This is an optimization exercise on Yosys and OpenROAD, whose aim is small area, not a production implementation.
Only simulation tests tie the RTL to the original design; equivalence was not proved.
Power figures rest on the tool's default switching activity, not on a simulated workload.

==> design.v <==
package cpu_pkg;
  localparam int DATA_W = 32;
  localparam int ADDR_W = 5;
  localparam int NREG = 32;
  typedef enum logic {DUMP_IDLE, DUMP_ACTIVE} dump_state_t;
endpackage
module regfile_rd_bypass #(
  parameter int DATA_W = 32,
  parameter int NREG = 32
) (
  input  logic [NREG-1:1]             sel,
  input  logic                        byp,
  input  logic [NREG-1:1][DATA_W-1:0] entries,
  input  logic [DATA_W-1:0]           d,
  output logic [DATA_W-1:0]           q
);
  for (genvar j = 0; j < DATA_W; j++) begin : g_bit
    logic [NREG-1:1] col;
    for (genvar i = 1; i < NREG; i++) begin : g_col
      assign col[i] = entries[i][j];
    end
    rf_rdbit u_bit (.sel(sel), .byp(byp), .r(col), .d(d[j]), .q(q[j]));
  end
endmodule
module rf_rdbit (
  input  logic [31:1] sel,
  input  logic        byp,
  input  logic [31:1] r,
  input  logic        d,
  output logic        q
);
  logic [9:0] y;    
  logic [3:0] p;    
  for (genvar k = 0; k < 10; k++) begin : g_aoi
    rf_aoi222 u (.a1(sel[3*k+1]), .a2(r[3*k+1]), .b1(sel[3*k+2]), .b2(r[3*k+2]),
                 .c1(sel[3*k+3]), .c2(r[3*k+3]), .y(y[k]));
  end
  rf_nand4 u_n0 (.a(y[0]), .b(y[1]), .c(y[2]), .d(y[3]), .y(p[0]));
  rf_nand4 u_n1 (.a(y[4]), .b(y[5]), .c(y[6]), .d(y[7]), .y(p[1]));
  rf_nand2 u_n2 (.a(y[8]), .b(y[9]), .y(p[2]));
  rf_ao22  u_t  (.a1(sel[31]), .a2(r[31]), .b1(byp), .b2(d), .y(p[3]));
  rf_or4   u_o  (.a(p[0]), .b(p[1]), .c(p[2]), .d(p[3]), .y(q));
endmodule
module rf_aoi222 (
  input  logic a1, a2, b1, b2, c1, c2,
  output logic y
);
  assign y = ~((a1 & a2) | (b1 & b2) | (c1 & c2));
endmodule
module rf_ao22 (
  input  logic a1, a2, b1, b2,
  output logic y
);
  assign y = (a1 & a2) | (b1 & b2);
endmodule
module rf_nand4 (
  input  logic a, b, c, d,
  output logic y
);
  assign y = ~(a & b & c & d);
endmodule
module rf_nand2 (
  input  logic a, b,
  output logic y
);
  assign y = ~(a & b);
endmodule
module rf_or4 (
  input  logic a, b, c, d,
  output logic y
);
  assign y = a | b | c | d;
endmodule
module regfile_dp #(
  parameter int DATA_W = cpu_pkg::DATA_W,
  parameter int ADDR_W = cpu_pkg::ADDR_W
) (
  input  logic              clk,
  input  logic              rst,
  input  logic [ADDR_W-1:0] rna,
  input  logic [ADDR_W-1:0] rnb,
  output logic [DATA_W-1:0] qa,
  output logic [DATA_W-1:0] qb,
  input  logic              we,
  input  logic [ADDR_W-1:0] wn,
  input  logic [DATA_W-1:0] d,
  input  logic              dump_start,
  output logic              dump_busy,
  output logic              dump_valid,
  input  logic              dump_ready,
  output logic [ADDR_W-1:0] dump_idx,
  output logic [DATA_W-1:0] dump_data
);
  localparam int NREG = 2**ADDR_W;
  logic [DATA_W-1:0] mem [1:NREG-1];
  logic [NREG-1:1][DATA_W-1:0] mem_v;
  always_comb begin
    for (int i = 1; i < NREG; i++) mem_v[i] = mem[i];
  end
  logic [NREG-1:1] wdec;
  always_comb begin
    for (int i = 1; i < NREG; i++) wdec[i] = we && (wn == ADDR_W'(i));
  end
  logic [DATA_W-1:0] wdata;
  assign wdata = d & {DATA_W{~rst}};
  for (genvar i = 1; i < NREG; i++) begin : g_reg
    always_ff @(posedge clk)
      if (rst || wdec[i]) mem[i] <= wdata;
  end
  cpu_pkg::dump_state_t state;
  always_ff @(posedge clk) begin
    if (rst) begin
      state <= cpu_pkg::DUMP_IDLE;
      dump_idx <= '0;
    end else if (state == cpu_pkg::DUMP_IDLE) begin
      if (dump_start) begin
        state <= cpu_pkg::DUMP_ACTIVE;
        dump_idx <= '0;
      end
    end else if (dump_ready) begin
      state <= (&dump_idx) ? cpu_pkg::DUMP_IDLE : cpu_pkg::DUMP_ACTIVE;
      dump_idx <= (&dump_idx) ? '0 : dump_idx + 1'b1;
    end
  end
  assign dump_busy = (state == cpu_pkg::DUMP_ACTIVE);
  assign dump_valid = (state == cpu_pkg::DUMP_ACTIVE);
  logic [NREG-1:1] sel_a, sel_b, sel_d;
  logic            byp_a, byp_b, byp_d;
  always_comb begin
    for (int i = 1; i < NREG; i++) begin
      sel_a[i] = (rna == ADDR_W'(i)) && !wdec[i];
      sel_b[i] = (rnb == ADDR_W'(i)) && !wdec[i];
      sel_d[i] = (dump_idx == ADDR_W'(i)) && !wdec[i];
    end
    byp_a = we && (wn == rna) && (rna != '0);
    byp_b = we && (wn == rnb) && (rnb != '0);
    byp_d = we && (wn == dump_idx) && (dump_idx != '0);
  end
  regfile_rd_bypass #(.DATA_W(DATA_W), .NREG(NREG)) u_rd_a (
    .sel(sel_a), .byp(byp_a), .entries(mem_v), .d(d), .q(qa)
  );
  regfile_rd_bypass #(.DATA_W(DATA_W), .NREG(NREG)) u_rd_b (
    .sel(sel_b), .byp(byp_b), .entries(mem_v), .d(d), .q(qb)
  );
  regfile_rd_bypass #(.DATA_W(DATA_W), .NREG(NREG)) u_rd_dump (
    .sel(sel_d), .byp(byp_d), .entries(mem_v), .d(d), .q(dump_data)
  );
endmodule
==> run.sh <==
#!/bin/bash
# synth_recipe.tcl (not shown) runs the flow's synth.tcl, then flattens the netlist and writes it again
# the make line also repeats each setting of config.mk as NAME=value (left out here)
make -C /OpenROAD-flow-scripts/flow DESIGN_CONFIG=/design/flow/config.mk WORK_HOME=/design/flow/orfs CLKGATE_MAP_FILE= SYNTH_SCRIPT=/design/flow/synth_recipe.tcl finish
==> config.mk <==
export PLATFORM = sky130hd
export DESIGN_NAME = regfile_dp
export DESIGN_NICKNAME = regfile_dp
export VERILOG_FILES = /design/flow/design.v
export SDC_FILE = /design/flow/constraint.sdc
export NUM_CORES = 4
export LEC_CHECK = 0
export CAP_MARGIN = 20
export CORE_MARGIN = 2
export CORE_UTILIZATION = 30
export SLEW_MARGIN = 20
export SYNTH_HIERARCHICAL = 1
==> constraint.sdc <==
create_clock -name core_clock -period 8.0 [get_ports {clk}]
set_input_delay 1.6000 -clock core_clock [delete_from_list [all_inputs] [get_ports {clk}]]
set_output_delay 1.6000 -clock core_clock [all_outputs]
set_load 0.01 [all_outputs]
==> key figures, run 1 <==
Run status
  • Status: timing/DRC/antenna clean

Yosys
  • Post-Synth Adder-Cell Area: 0.001685
  • Post-synth top cells: edfxtp_1 (992), a222oi_1 (960), nand4_1 (193)
  • Post-synthesis cell count: 2773
  • Post-Syn Nets: 2831
  • Area leader, netlist: edfxtp_1
  • Top post-synthesis cells by area: edfxtp_1 (67%), a222oi_1 (22%), nand4_1 (2.7%)
  • Share of the synthesized area in compound gates (AO/OA/AOI/OAI): 0.2371
  • Post-synthesis sequential area ratio: 0.6714
  • Mapped Area: 0.04454 sq mm
  • Post-synthesis mux area share: 0.0002247
  • Synth Flop Type: edfxtp_1
  • Ys async rst share: 0
  • Synth Area in XOR/XNOR: 0.002359
  • Area fraction of the dominant cell type after synthesis: 0.6687
  • Syn Area/Cell: 16.06 sq um
  • Most frequent cell after synthesis: edfxtp_1
  • Distinct cells, synth: 41
  • Yosys Warn Count: 8
  • Main combinational cell family by area after synthesis: compound AO/OA/AOI/OAI gates
  • Post-synth EDFFs: 992
  • Simple-gate area share of the yosys netlist: 0.08340
  • Post-synthesis sequential element count: 998

Global routing
  • First-pass GRT wire length: 292100 um
  • Largest net degree at the start of global routing: 44
  • Total track usage: 0.2698
  • Initial antenna violation count: 15
  • Vias in the first global route: 37091
  • Total grt overflow: 0

Timing
  • Clock Skews: 0.002931 ns
  • Total negative setup slack: 0 ns
  • Minimum clock period: 7.563 ns
  • Relative slew margins: 0.1493
  • Period utilisation layout: 0.9454
  • Hold WS: 0.6202 ns
  • Max Fclk: 132.2 MHz
  • Final number of hold-violating endpoints: 0
  • Final setup viols: 0
  • Slew @ Worst Pin: 1.269 ns
  • Pins Over Slew Limit: 0
  • RSZ-0062 raised after global routing: no

Run
  • Max-cap violations: 0

Power and ir drop
  • Power, Total: 12.62 mW
  • PwrDens: 235.9 mW/mm^2
  • P_leak: 17.12 nW
  • Worst VDD drop: 197.2 uV

Cells and area
  • Nets: 3200
  • Fill cell count: 13801
  • Area of the multi-input gates: 0.01514 sq mm
  • P&R area growth vs syn: 20.12%
  • Register area: 0.02991 sq mm
  • Fin area: 0.05351 sq mm
  • Core Util, Final: 0.3623
  • Share of cells above drive strength 1: 0.1436

Route
  • Post-DRT Antenna Nets: 0
  • DR iter-0 viols: 13263
  • Vias: 40675
  • Via/cell ratio: 7.871
  • Wire length per cell: 42.06 um
  • Post-Route WL: 217300 um
  • First-pass iteration count of the detailed router: 17
  • Remaining DRCs: 0

Clock network
  • TritonCTS clock tree: built
  • Reg clk slew, reported paths: 0.06 ns
  • Post_cts resized: 0
  • Root buffer cell: clkbuf_16
  • Clock latency on the worst-skew pair: 0.70 ns
  • CTS H-tree lvls: 3
  • Sink Count: 998
  • CTS Hold Bufs: 0
  • Total CTS buffers: 99
  • Max Buffers Root-to-Sink: 3
  • # Post-CTS Setup Buffers: 0

Setup path
  • Critical path arrival: 5.96 ns
  • CP Capture Type: output pin
  • Required time of the critical path: 6.40 ns
  • CP max FO: 32
  • Start-to-end type of the worst setup path: input pin to output pin
  • Worst setup SP type: input pin

Die
  • I/O pin total: 155
  • DIE AREA: 0.1516 sq mm
  • Die boundary height: 389.3 um
  • Rows: 141
  • Die width: 389.3 um
  • CORE AREA: 0.1477 sq mm
  • Starting Density: 0.3017

Place
  • Post-DP HPWL: 121600 um
  • RD Place Congestion: 0.9999
  • Port buffer count: 154
  • Placed cell area: 0.05014 sq mm

Hold path
  • Hold Path Class: register to register
-- state kept, by name, summed over array words and instances (netlist names) --
signal    cells
dump_idx      5
state         1
mem         992
-- power by group --
group | leakage [nW] | internal [mW] | total, mW | switching, mW
clock network | 1.59 | 2.71 | 4.83 | 2.12
registers | 9.64 | 6.27 | 6.59 | 0.325
logic | 5.89 | 0.360 | 1.20 | 0.837
total | 17.1 | 9.34 | 12.6 | 3.28
-- layout make-up --
cell class	instances	area share
repair buffers	302	0.05060
clock inverters	68	0.01389
clock buffers	116	0.04749
inverters	5	0.0003508
diodes	13	0.0006080
flip-flops and latches	998	0.5590
well taps	1930	0.04513
multi-input cells	1736	0.2829
-- kinds of logic after synthesis --
group | count (synthesis)
AO/OA/AOI/OAI | 1071
XOR/XNOR | 12
adder cells (fa/ha/maj) | 6
buffers and inverters | 39
flip-flops | 998
multiplexers | 1
AND/OR/NAND/NOR | 646
-- cell usage in the layout (no fill, tap or decap), types with 17 or more instances in the layout --
cell type        Yosys  layout
nor2_1              36      36
clkbuf_1            16      17
clkinv_1             0      22
clkbuf_16            0      99
a22o_1              96      96
nor2b_4              0      17
nand2_1            121     121
clkinv_2             0      17
nand4_1            193     193
nor3_2               0      84
a222oi_1           960     960
edfxtp_1           992     992
or4_1               96      96
buf_4                2     144
nor2b_2              0      17
or2_2               29      35
clkdlybuf4s50_1      0     153
-- modules after synthesis (local to each module, per instance), a selection --
module	area [sq um]	cells inside	copies in the design	flip-flops and latches
regfile_dp	31810	1333	1	998
rf_ao22	8.758	1	96	0
rf_nand4	6.256	1	192	0
rf_nand2	3.754	1	96	0
rf_aoi222	10.01	1	960	0
rf_or4	7.507	1	96	0
-- worst max-delay path, stage by stage --
cell,delay [ns]
clkdlybuf4s50_1,0.70
nand4bb_1,0.50
nor2_1,0.40
nor3_2,0.09
buf_4,0.34
a222oi_1,0.49
nand4_1,0.37
or4_1,0.84
clkdlybuf4s50_1,0.58
-- routing by layer --
metal,part of all wire,vias to the layer above,track usage,wire length (um)
met5,0.00055,-,0.006061,120
met4,0.069,14,0.1429,15070
met2,0.39,4961,0.3748,85680
li1,-,14947,-,-
met3,0.20,916,0.1235,43900
met1,0.33,19837,0.3475,72580
-- metrics by stage --
stage	cells	setup slack, ns
final	5168	0.4370
after global routing	5156	0.4477
after CTS	5155	0.7030
after detailed placement	4971	0.7111
after global placement	4970	0.6828
after floorplan	2773	1.186
-- path summary, 6_finish.rpt --
kind,endpoint,slack (ns),start,cells past startpoint
max,dump_data[5],0.44,wn[4],9
min,dump_idx[0],0.62,dump_idx[0],2
max reg2reg,dump_idx[3],6.04,dump_idx[1],6
min reg2reg,dump_idx[0],0.62,dump_idx[0],2
==> run 2, diff against run 1 <==
==> flow/run.sh (new file) <==
#!/bin/bash
# The standard layout, with the port buffers made from the smallest buffer
# cell (sky130_fd_sc_hd__buf_1) instead of the resizer's default choice.
# Every input and output port still gets its own buffer.
set -euo pipefail
export BUFFER_PORTS_ARGS="-buffer_cell sky130_fd_sc_hd__buf_1"
bash standard.sh > standard.log 2>&1
==> standard.sh (new file) <==
#!/bin/bash
# synth_recipe.tcl (not shown) runs the flow's synth.tcl, then flattens the netlist and writes it again
# the make line also repeats each setting of config.mk as NAME=value (left out here)
make -C /OpenROAD-flow-scripts/flow DESIGN_CONFIG=/design/flow/config.mk WORK_HOME=/design/flow/orfs CLKGATE_MAP_FILE= SYNTH_SCRIPT=/design/flow/synth_recipe.tcl "${@:-finish}"
--- a/config.mk
+++ b/config.mk
@@ -9,3 +9,5 @@
 export CORE_MARGIN = 2
-export CORE_UTILIZATION = 30
+export CORE_UTILIZATION = 60
+export CTS_CLUSTER_DIAMETER = 100
+export CTS_CLUSTER_SIZE = 25
 export SLEW_MARGIN = 20
removed: run.sh
==> run 2 against run 1 <==
Worst setup slack better by 0.50 ns; clock-buffer cell count is 68 lower; flip-flop and latch count stayed put; critical path type unchanged.
==> key figures, run 2 <==
Yosys
  • Synth Area in XOR/XNOR: 0.002359 (unchanged)
  • Syn Area/Cell: 16.06 sq um (unchanged)
  • Post-Synth Adder-Cell Area: 0.001685 (unchanged)
  • Main combinational cell family by area after synthesis: compound AO/OA/AOI/OAI gates
  • Top post-synthesis cells by area: edfxtp_1 (67%), a222oi_1 (22%), nand4_1 (2.7%)
  • Post-synthesis sequential area ratio: 0.6714 (unchanged)
  • Post-synth top cells: edfxtp_1 (992), a222oi_1 (960), nand4_1 (193)
  • Ys async rst share: 0 (unchanged)
  • Post-Syn Nets: 2831 (unchanged)
  • Distinct cells, synth: 41 (unchanged)
  • Area fraction of the dominant cell type after synthesis: 0.6687 (unchanged)
  • Post-synthesis cell count: 2773 (unchanged)
  • Mapped Area: 0.04454 sq mm (unchanged)
  • Area leader, netlist: edfxtp_1
  • Post-synthesis mux area share: 0.0002247 (unchanged)
  • Simple-gate area share of the yosys netlist: 0.08340 (unchanged)
  • Most frequent cell after synthesis: edfxtp_1
  • Post-synthesis sequential element count: 998 (unchanged)
  • Synth Flop Type: edfxtp_1
  • Share of the synthesized area in compound gates (AO/OA/AOI/OAI): 0.2371 (unchanged)
  • Post-synth EDFFs: 992 (unchanged)
  • Yosys Warn Count: 8 (unchanged)

Route
  • Post-DRT Antenna Nets: 0 (unchanged)
  • Post-Route WL: 197400 um (-9.2%)
  • DR iter-0 viols: 15563 (+17%)
  • Vias: 40414 (-0.64%)
  • Remaining DRCs: 0 (unchanged)
  • Via/cell ratio: 9.957 (+27%)
  • Wire length per cell: 48.64 um (+16%)
  • First-pass iteration count of the detailed router: 22 (+5)

Place
  • Placed cells: 3988 (-20%)
  • Port buffer count: 154 (unchanged)
  • Placed cell area: 0.04783 sq mm (-4.6%)
  • Setup Slack @ Placement: 1.418 ns (+0.7068 ns)
  • RD Place Congestion: 1.086 (+8.6%)
  • Post-DP HPWL: 110800 um (-8.9%)

Timing
  • Total negative setup slack: 0 ns (unchanged)
  • Minimum clock period: 7.063 ns (-0.4996 ns)
  • Relative slew margins: 0.1778 (+0.02846)
  • Final setup viols: 0 (unchanged)
  • Pins Over Slew Limit: 0 (unchanged)
  • Final Worst Setup Slack: 0.9367 ns (+0.4996 ns)
  • Slew @ Worst Pin: 1.233 ns (-0.03577 ns)
  • Final number of hold-violating endpoints: 0 (unchanged)
  • Clock Skews: 0.0006579 ns (-0.002273 ns)
  • Max Fclk: 141.6 MHz (+7.1%)
  • Period utilisation layout: 0.8829 (-0.06245)
  • RSZ-0062 raised after global routing: no

Cells and area
  • P&R area growth vs syn: 10.61%
  • Core Util, Final: 0.6730 (+0.3107)
  • Top reg by flops: mem
  • Share of cells above drive strength 1: 0.1171 (-0.02651)
  • Register area: 0.02991 sq mm (unchanged)
  • Area of the multi-input gates: 0.01517 sq mm (+0.21%)
  • Fill cell count: 5017 (-64%)
  • Max reg flops: 992 (unchanged)
  • Nets: 3137 (-2.0%)
  • Top Registers: mem (992), dump_idx (5), state (1)
  • Fin area: 0.04927 sq mm (-7.9%)
  • Most frequent cells in the layout: edfxtp_1 (992), a222oi_1 (960), nand4_1 (193)
  • Layout Cells excl Fill: 4059 (-21%)
  • Commonest non-fill, non-tap cell in the layout: edfxtp_1

Clock network
  • Reg clk slew, reported paths: 0.08 ns (+0.02 ns)
  • Total CTS buffers: 47 (-53%)
  • CTS H-tree lvls: 2 (-1)
  • Max Buffers Root-to-Sink: 3 (unchanged)
  • CTS Hold Bufs: 0 (unchanged)
  • TritonCTS clock tree: built
  • Post_cts resized: 0 (unchanged)
  • Sink Count: 998 (unchanged)
  • Root buffer cell: clkbuf_16
  • Clock latency on the worst-skew pair: 0.66 ns (-0.04 ns)
  • # Post-CTS Setup Buffers: 0 (unchanged)

Die
  • I/O pin total: 155 (unchanged)
  • Starting Density: 0.6085 (+0.3068)
  • DIE AREA: 0.07644 sq mm (-50%)
  • Die boundary height: 276.5 um (-29%)
  • CORE AREA: 0.07321 sq mm (-50%)
  • Die width: 276.5 um (-29%)
  • Rows: 99 (-30%)

Global routing
  • Initial antenna violation count: 15 (unchanged)
  • Largest net degree at the start of global routing: 70 (+59%)
  • Total grt overflow: 0 (unchanged)
  • First-pass GRT wire length: 270700 um (-7.3%)
  • Vias in the first global route: 36304 (-2.1%)
  • Total track usage: 0.4955 (+0.2258)

Setup path
  • CP max FO: 26 (-19%)
  • Critical path arrival: 5.46 ns (-0.50 ns)
  • Required time of the critical path: 6.40 ns (about the same)
  • CP Capture Type: output pin
  • Worst setup SP type: input pin
  • Start-to-end type of the worst setup path: input pin to output pin

Run
  • Max-cap violations: 0 (unchanged)

Hold path
  • Hold Path Class: register to register

Power and ir drop
  • PwrDens: 210.7 mW/mm^2 (-11%)
  • P_leak: 15.72 nW (-8.2%)
  • Worst VDD drop: 237.0 uV (+20%)

Run status
  • Status: timing/DRC/antenna clean
==> run 2: cell counts after synthesis <==
Identical to the previous run, type by type.
==> run 2: cell families after synthesis <==
kind of cell             Yosys count
AND/OR/NAND/NOR                  646
adder cells (fa/ha/maj)            6
multiplexers                       1
AO/OA/AOI/OAI                   1071
XOR/XNOR                          12
flip-flops                       998
buffers and inverters             39
==> run 2: final timing paths <==
kind | startpoint | endpoint | slack, ns | depth (start not counted)
max | wn[4] | qb[30] | 0.94 | 9
min | dump_idx[0] | dump_idx[0] | 0.61 | 2
max reg2reg | dump_idx[1] | dump_idx[3] | 5.97 | 6
min reg2reg | dump_idx[0] | dump_idx[0] | 0.61 | 2
==> run 2: power breakdown <==
part	leakage, nW	switching (mW)	internal, mW
sequential	9.64	0.338	6.26
clock	0.628	1.65	1.10
combinational	5.45	0.781	0.249
==> run 2: worst max-delay path: stages <==
cell	delay, ns
buf_1	0.47
nand4b_1	0.43
nor2_1	0.47
nor3_2	0.21
buf_4	0.32
a222oi_1	0.53
nand4_1	0.43
or4_1	0.79
buf_1	0.19
==> run 2: modules after synthesis (local to each module, per instance), a selection <==
module / times used / flops+latches / cells inside
regfile_dp: 1 / 998 / 1333
rf_ao22: 96 / 0 / 1
rf_aoi222: 960 / 0 / 1
rf_nand2: 96 / 0 / 1
rf_nand4: 192 / 0 / 1
rf_or4: 96 / 0 / 1
==> run 2: cell type report <==
| cell class | instances | share of cell area |
|---|---|---|
| flip-flops and latches | 998 | 0.6071 |
| repair buffers | 291 | 0.03337 |
| diodes | 16 | 0.0008127 |
| well taps | 959 | 0.02435 |
| multi-input cells | 1736 | 0.3079 |
| clock buffers | 48 | 0.02438 |
| inverters | 5 | 0.0003809 |
| clock inverters | 6 | 0.001727 |
==> run 2: metal layers <==
metal | vias up | part of all wire | track usage | routed length, um
li1 | 14728 | - | - | -
met1 | 18899 | 0.30 | 0.6508 | 58630
met2 | 5570 | 0.40 | 0.7032 | 79220
met3 | 1197 | 0.20 | 0.1778 | 40300
met4 | 20 | 0.097 | 0.3134 | 19180
met5 | - | 0.00059 | 0.002502 | 117
==> run 2: metrics by stage <==
stage,power [mW],hold slack (ns)
finish,10.38,0.6095
global route,10.54,0.6322
CTS,10.23,0.6066
detailed placement,7.629,0.6015
global placement,7.562,0.5793
floorplan,7.046,0.5625
==> run 3, diff against run 2 <==
--- a/design.v
+++ b/design.v
@@ -8,10 +8,27 @@
   parameter int DATA_W = 32,
-  parameter int NREG = 32
+  parameter int ADDR_W = 5
 ) (
-  input  logic [NREG-1:1]             sel,
-  input  logic                        byp,
-  input  logic [NREG-1:1][DATA_W-1:0] entries,
-  input  logic [DATA_W-1:0]           d,
-  output logic [DATA_W-1:0]           q
+  input  logic [ADDR_W-1:0]                 addr,
+  input  logic [2**ADDR_W-1:1]              nw,
+  input  logic                              we,
+  input  logic [ADDR_W-1:0]                 wn,
+  input  logic [2**ADDR_W-1:1][DATA_W-1:0]  entries,
+  input  logic [DATA_W-1:0]                 d,
+  output logic [DATA_W-1:0]                 q
 );
+  localparam int NREG = 2**ADDR_W;
+  logic [3:0] lo;
+  logic [7:0] hi;
+  always_comb begin
+    for (int k = 0; k < 4; k++) lo[k] = (addr[1:0] == 2'(k));
+    for (int k = 0; k < 8; k++) hi[k] = (addr[4:2] == 3'(k));
+  end
+  logic [NREG-1:1] sel;
+  for (genvar i = 1; i < NREG; i++) begin : g_sel
+    rf_and3 u_sel (.a(lo[i % 4]), .b(hi[i / 4]), .c(nw[i]), .y(sel[i]));
+  end
+  logic eq, nz, byp;
+  assign eq = (wn == addr);
+  assign nz = (addr != '0);
+  rf_and3 u_byp (.a(we), .b(eq), .c(nz), .y(byp));
   for (genvar j = 0; j < DATA_W; j++) begin : g_bit
@@ -73,2 +90,14 @@
 endmodule
+module rf_and3 (
+  input  logic a, b, c,
+  output logic y
+);
+  assign y = a & b & c;
+endmodule
+module rf_and2 (
+  input  logic a, b,
+  output logic y
+);
+  assign y = a & b;
+endmodule
 module regfile_dp #(
@@ -94,16 +123,23 @@
   localparam int NREG = 2**ADDR_W;
-  logic [DATA_W-1:0] mem [1:NREG-1];
-  logic [NREG-1:1][DATA_W-1:0] mem_v;
+  localparam int NSPLIT = 2;
+  logic [NREG-1:1][DATA_W-1:0] mem;
+  logic [NREG-1:1] nw;
   always_comb begin
-    for (int i = 1; i < NREG; i++) mem_v[i] = mem[i];
-  end
-  logic [NREG-1:1] wdec;
-  always_comb begin
-    for (int i = 1; i < NREG; i++) wdec[i] = we && (wn == ADDR_W'(i));
+    for (int i = 1; i < NREG; i++) nw[i] = !(we && (wn == ADDR_W'(i)));
   end
   logic [DATA_W-1:0] wdata;
-  assign wdata = d & {DATA_W{~rst}};
+  logic              nrst;
+  assign nrst = ~rst;
+  for (genvar j = 0; j < DATA_W; j++) begin : g_wdata
+    rf_and2 u_wd (.a(d[j]), .b(nrst), .y(wdata[j]));
+  end
   for (genvar i = 1; i < NREG; i++) begin : g_reg
-    always_ff @(posedge clk)
-      if (rst || wdec[i]) mem[i] <= wdata;
+    for (genvar h = 0; h < NSPLIT; h++) begin : g_part
+      localparam int LO = h * DATA_W / NSPLIT;
+      localparam int HI = (h + 1) * DATA_W / NSPLIT - 1;
+      logic en;
+      rf_nand2 u_en (.a(nw[i]), .b(nrst), .y(en));
+      always_ff @(posedge clk)
+        if (en) mem[i][HI:LO] <= wdata[HI:LO];
+    end
   end
@@ -126,22 +162,10 @@
   assign dump_valid = (state == cpu_pkg::DUMP_ACTIVE);
-  logic [NREG-1:1] sel_a, sel_b, sel_d;
-  logic            byp_a, byp_b, byp_d;
-  always_comb begin
-    for (int i = 1; i < NREG; i++) begin
-      sel_a[i] = (rna == ADDR_W'(i)) && !wdec[i];
-      sel_b[i] = (rnb == ADDR_W'(i)) && !wdec[i];
-      sel_d[i] = (dump_idx == ADDR_W'(i)) && !wdec[i];
-    end
-    byp_a = we && (wn == rna) && (rna != '0);
-    byp_b = we && (wn == rnb) && (rnb != '0);
-    byp_d = we && (wn == dump_idx) && (dump_idx != '0);
-  end
-  regfile_rd_bypass #(.DATA_W(DATA_W), .NREG(NREG)) u_rd_a (
-    .sel(sel_a), .byp(byp_a), .entries(mem_v), .d(d), .q(qa)
+  regfile_rd_bypass #(.DATA_W(DATA_W), .ADDR_W(ADDR_W)) u_rd_a (
+    .addr(rna), .nw(nw), .we(we), .wn(wn), .entries(mem), .d(d), .q(qa)
   );
-  regfile_rd_bypass #(.DATA_W(DATA_W), .NREG(NREG)) u_rd_b (
-    .sel(sel_b), .byp(byp_b), .entries(mem_v), .d(d), .q(qb)
+  regfile_rd_bypass #(.DATA_W(DATA_W), .ADDR_W(ADDR_W)) u_rd_b (
+    .addr(rnb), .nw(nw), .we(we), .wn(wn), .entries(mem), .d(d), .q(qb)
   );
-  regfile_rd_bypass #(.DATA_W(DATA_W), .NREG(NREG)) u_rd_dump (
-    .sel(sel_d), .byp(byp_d), .entries(mem_v), .d(d), .q(dump_data)
+  regfile_rd_bypass #(.DATA_W(DATA_W), .ADDR_W(ADDR_W)) u_rd_dump (
+    .addr(dump_idx), .nw(nw), .we(we), .wn(wn), .entries(mem), .d(d), .q(dump_data)
   );
==> run 3 against run 2 <==
Still clean; final cell count increased by 0.20%; core utilization decreased by 1.2 points; final area decreased by 1.6%; die area increased by 0.17%; non-clock buffer count decreased by 35; first-iteration DRC count decreased by 8.9%; register-to-register slack about the same; largest cell class unchanged.
==> key figures, run 3 <==
Run status
  • Status: timing/DRC/antenna clean

Timing
  • Total negative setup slack: 0 ns (unchanged)
  • Minimum clock period: 7.604 ns (+0.5406 ns)
  • Slew @ Worst Pin: 1.310 ns (+0.07686 ns)
  • Final number of hold-violating endpoints: 0 (unchanged)
  • Relative slew margins: 0.1266 (-0.05124)
  • Period utilisation layout: 0.9505 (+0.06758)
  • Max Fclk: 131.5 MHz (-7.1%)
  • Hold WS: 0.6841 ns (+0.07459 ns)
  • Final Worst Setup Slack: 0.3960 ns (-0.5406 ns)
  • RSZ-0062 raised after global routing: no
  • Pins Over Slew Limit: 0 (unchanged)
  • Clock Skews: 0.003126 ns (+0.002468 ns)
  • Final setup viols: 0 (unchanged)

Route
  • Post-DRT Antenna Nets: 0 (unchanged)
  • Post-Route WL: 196400 um (-0.53%)
  • Wire length per cell: 48.29 um (-0.73%)
  • Vias: 40380 (-0.084%)
  • Via/cell ratio: 9.929 (-0.28%)
  • First-pass iteration count of the detailed router: 17 (-23%)
  • DR iter-0 viols: 14175 (-8.9%)
  • Remaining DRCs: 0 (unchanged)

Setup path
  • Crit Reg-Reg Startpoint: dump_idx[0]
  • CP Depth: 10 (+1)
  • Crit. Startpoint: wn[2]
  • R2R depth: 6 (unchanged)
  • Required time of the critical path: 6.40 ns (about the same)
  • Worst setup SP type: input pin
  • Worst-path cell chain: buf_1, nand2_1, nor3_1, nand2_1, and3_1, buf_4, a222oi_1, nand4_1, or4_1, buf_1
  • CP top delay family: simple AND/OR/NAND/NOR gates
  • CP Capture Type: output pin
  • Critical path arrival: 6.00 ns (+0.54 ns)
  • CP max FO: 17 (-35%)
  • Max incr delay on CP: 0.83 ns (+0.04 ns)
  • WP buf/inv: 3 (unchanged)
  • Slowest cell on the critical path: nand4_1
  • Start-to-end type of the worst setup path: input pin to output pin

Yosys
  • Top post-synthesis cells by area: edfxtp_1 (67%), a222oi_1 (22%), nand4_1 (2.7%)
  • Distinct cells, synth: 33 (-20%)
  • Most frequent cell after synthesis: edfxtp_1
  • Syn Area/Cell: 16.07 sq um (about the same)
  • Post-synthesis cell count: 2776 (+0.11%)
  • Yosys Warn Count: 8 (unchanged)
  • Post-synth EDFFs: 992 (unchanged)
  • Post-Syn Nets: 2830 (-0.035%)
  • Area fraction of the dominant cell type after synthesis: 0.6676 (-0.001144)
  • Post-synthesis sequential area ratio: 0.6703 (-0.001149)
  • Area leader, netlist: edfxtp_1
  • Post-synthesis sequential element count: 998 (unchanged)
  • Synth Flop Type: edfxtp_1
  • Ys async rst share: 0 (unchanged)
  • Post-synth top cells: edfxtp_1 (992), a222oi_1 (960), nand2_1 (198)
  • Mapped Area: 0.04462 sq mm (+0.17%)

Clock network
  • Root buffer cell: clkbuf_16
  • # Post-CTS Setup Buffers: 0 (unchanged)
  • CTS H-tree lvls: 2 (unchanged)
  • TritonCTS clock tree: built
  • Max Buffers Root-to-Sink: 3 (unchanged)
  • Total CTS buffers: 46 (-2.1%)
  • Reg clk slew, reported paths: 0.10 ns (+0.02 ns)
  • Post_cts resized: 0 (unchanged)
  • CTS Hold Bufs: 0 (unchanged)
  • Sink Count: 998 (unchanged)
  • Clock latency on the worst-skew pair: 0.67 ns (about the same)

Power and ir drop
  • PwrDens: 212.9 mW/mm^2 (+1.0%)
  • Worst VDD drop: 235.8 uV (-0.53%)
  • P_leak: 16.01 nW (+1.9%)
  • Power, Total: 10.32 mW (-0.54%)

Hold path
  • Startpoint of the worst hold path: state
  • Hold depth: 2 (unchanged)
  • Hold Path Class: register to register

Die
  • Die boundary height: 276.7 um (about the same)
  • CORE AREA: 0.07333 sq mm (+0.17%)
  • DIE AREA: 0.07657 sq mm (+0.17%)
  • I/O pin total: 155 (unchanged)
  • Starting Density: 0.6085 (about the same)
  • Rows: 99 (unchanged)
  • Die width: 276.7 um (about the same)

Cells and area
  • Nets: 3120 (-0.54%)
  • P&R area growth vs syn: 8.687%
  • Commonest non-fill, non-tap cell in the layout: edfxtp_1
  • Fin area: 0.04850 sq mm (-1.6%)
  • Most frequent cells in the layout: edfxtp_1 (992), a222oi_1 (960), nand4_1 (192)
  • Share of cells above drive strength 1: 0.06851 (-0.04855)
  • Max reg flops: 992 (unchanged)
  • Top Registers: mem (992), dump_idx (5), state (1)
  • Layout Cells excl Fill: 4067 (+0.20%)
  • Top reg by flops: mem
  • Core Util, Final: 0.6613 (-0.01167)

Global routing
  • First-pass GRT wire length: 271000 um (+0.10%)
  • Vias in the first global route: 36885 (+1.6%)
  • Total track usage: 0.4946 (-0.0008746)
  • Largest net degree at the start of global routing: 95 (+36%)
  • Initial antenna violation count: 35 (+20)
  • Total grt overflow: 0 (unchanged)

Place
  • Setup Slack @ Placement: 1.023 ns (-0.3949 ns)
  • RD Place Congestion: 1.077 (-0.87%)
  • Placed cells: 3976 (-0.30%)
  • Port buffer count: 154 (unchanged)
  • Post-DP HPWL: 115100 um (+3.9%)
  • Placed cell area: 0.04706 sq mm (-1.6%)

Run
  • Max-cap violations: 0 (unchanged)
==> run 3: metal layers <==
layer  share of wire  vias up  GRT usage
met5          0.0010        -   0.003127
met4           0.098       32     0.3190
met3            0.21     1238     0.1914
met2            0.40     5414     0.7069
met1            0.29    18954     0.6330
li1                -    14742          -
==> run 3: layout make-up <==
class / count / area (sq um)
diodes: 28 / 70.07
fillers: 5248 / 24830
clock buffers: 57 / 1256
multi-input cells: 1762 / 14660
flip-flops and latches: 998 / 29910
repair buffers: 256 / 1359
clock inverters: 5 / 37.54
inverters: 2 / 7.507
well taps: 959 / 1200
==> run 3: cell families after synthesis <==
logic type | Yosys count | synth area share
AOI/OAI and AO/OA | 1064 | 0.2359
DFF | 998 | 0.6703
and+or+nand+nor | 679 | 0.08681
buffers and inverters | 16 | 0.002524
xor gates and xnor gates | 15 | 0.003449
muxes | 2 | 0.0004487
adders and majority gates | 2 | 0.0005607
==> run 3: per-module statistics from Yosys, one instance, submodules excluded, excerpt <==
| module | flops+latches | area, sq um | copies in the design | cells |
|---|---|---|---|---|
| rf_and3 | 0 | 6.256 | 96 | 1 |
| rf_ao22 | 0 | 8.758 | 96 | 1 |
| regfile_dp | 998 | 30310 | 1 | 1074 |
| rf_nand2 | 0 | 3.754 | 158 | 1 |
| rf_or4 | 0 | 7.507 | 96 | 1 |
| rf_aoi222 | 0 | 10.01 | 960 | 1 |
| rf_and2 | 0 | 6.256 | 32 | 1 |
==> run 3: final timing paths <==
kind / endpoint / slack (ns)
setup / recovery: qa[22] / 0.40
hold / removal: state / 0.68
setup reg to reg: dump_idx[3] / 5.97
hold reg to reg: state / 0.68
==> run 3: tightest hold or removal path, cell delays in order (launching register included) <==
cell and delay, ns:
dfxtp_1 0.41, nor2_1 0.17, a311oi_1 0.06
==> run 3: where the power goes <==
| group | switching [mW] | internal, mW | total, mW |
|---|---|---|---|
| combinational | 0.744 | 0.228 | 0.972 |
| clock | 1.63 | 1.12 | 2.74 |
| sequential | 0.343 | 6.26 | 6.61 |
| total | 2.71 | 7.61 | 10.3 |

## port drivers added, routing unchanged
The flow's constraints put no driver on any port. The routed layouts listed below were extracted and timed again, unchanged, in two steps.
Step 1 assumes that a clkbuf_16 drives the clock port and a buf_2 every other input.
Step 2 adds t to the input delays and takes it off the output delays; t is the mean of the earliest and latest rising clock arrival at the registers after step 1. Input paths then give back, and output paths get back, about the clock's delay inside the block.
a / b / c = no drivers / after step 1 / after step 2; a / b = the first two.
| run | shift t [ns] | setup WS [ns] | worst hold slack (ns) | latest minus earliest clock arrival (ns) | cell pins on the clock port's net |
|---|---|---|---|---|---|
| run 1 | 0.778 | 0.437 / 0.404 / 0.404 | 0.620 / 0.620 / 0.620 | 0.028 / 0.029 | 1 |
| run 2 | 0.741 | 0.937 / 0.904 / 0.904 | 0.610 / 0.610 / 0.610 | 0.023 / 0.022 | 1 |
| run 3 | 0.732 | 0.396 / 0.240 / 0.240 | 0.684 / 0.684 / 0.684 | 0.048 / 0.047 | 1 |
After both steps setup and hold are still met in every run listed. The setup slack of run 3, which loses most, moves by -0.156 ns with the drivers and by -0.156 ns with both steps.
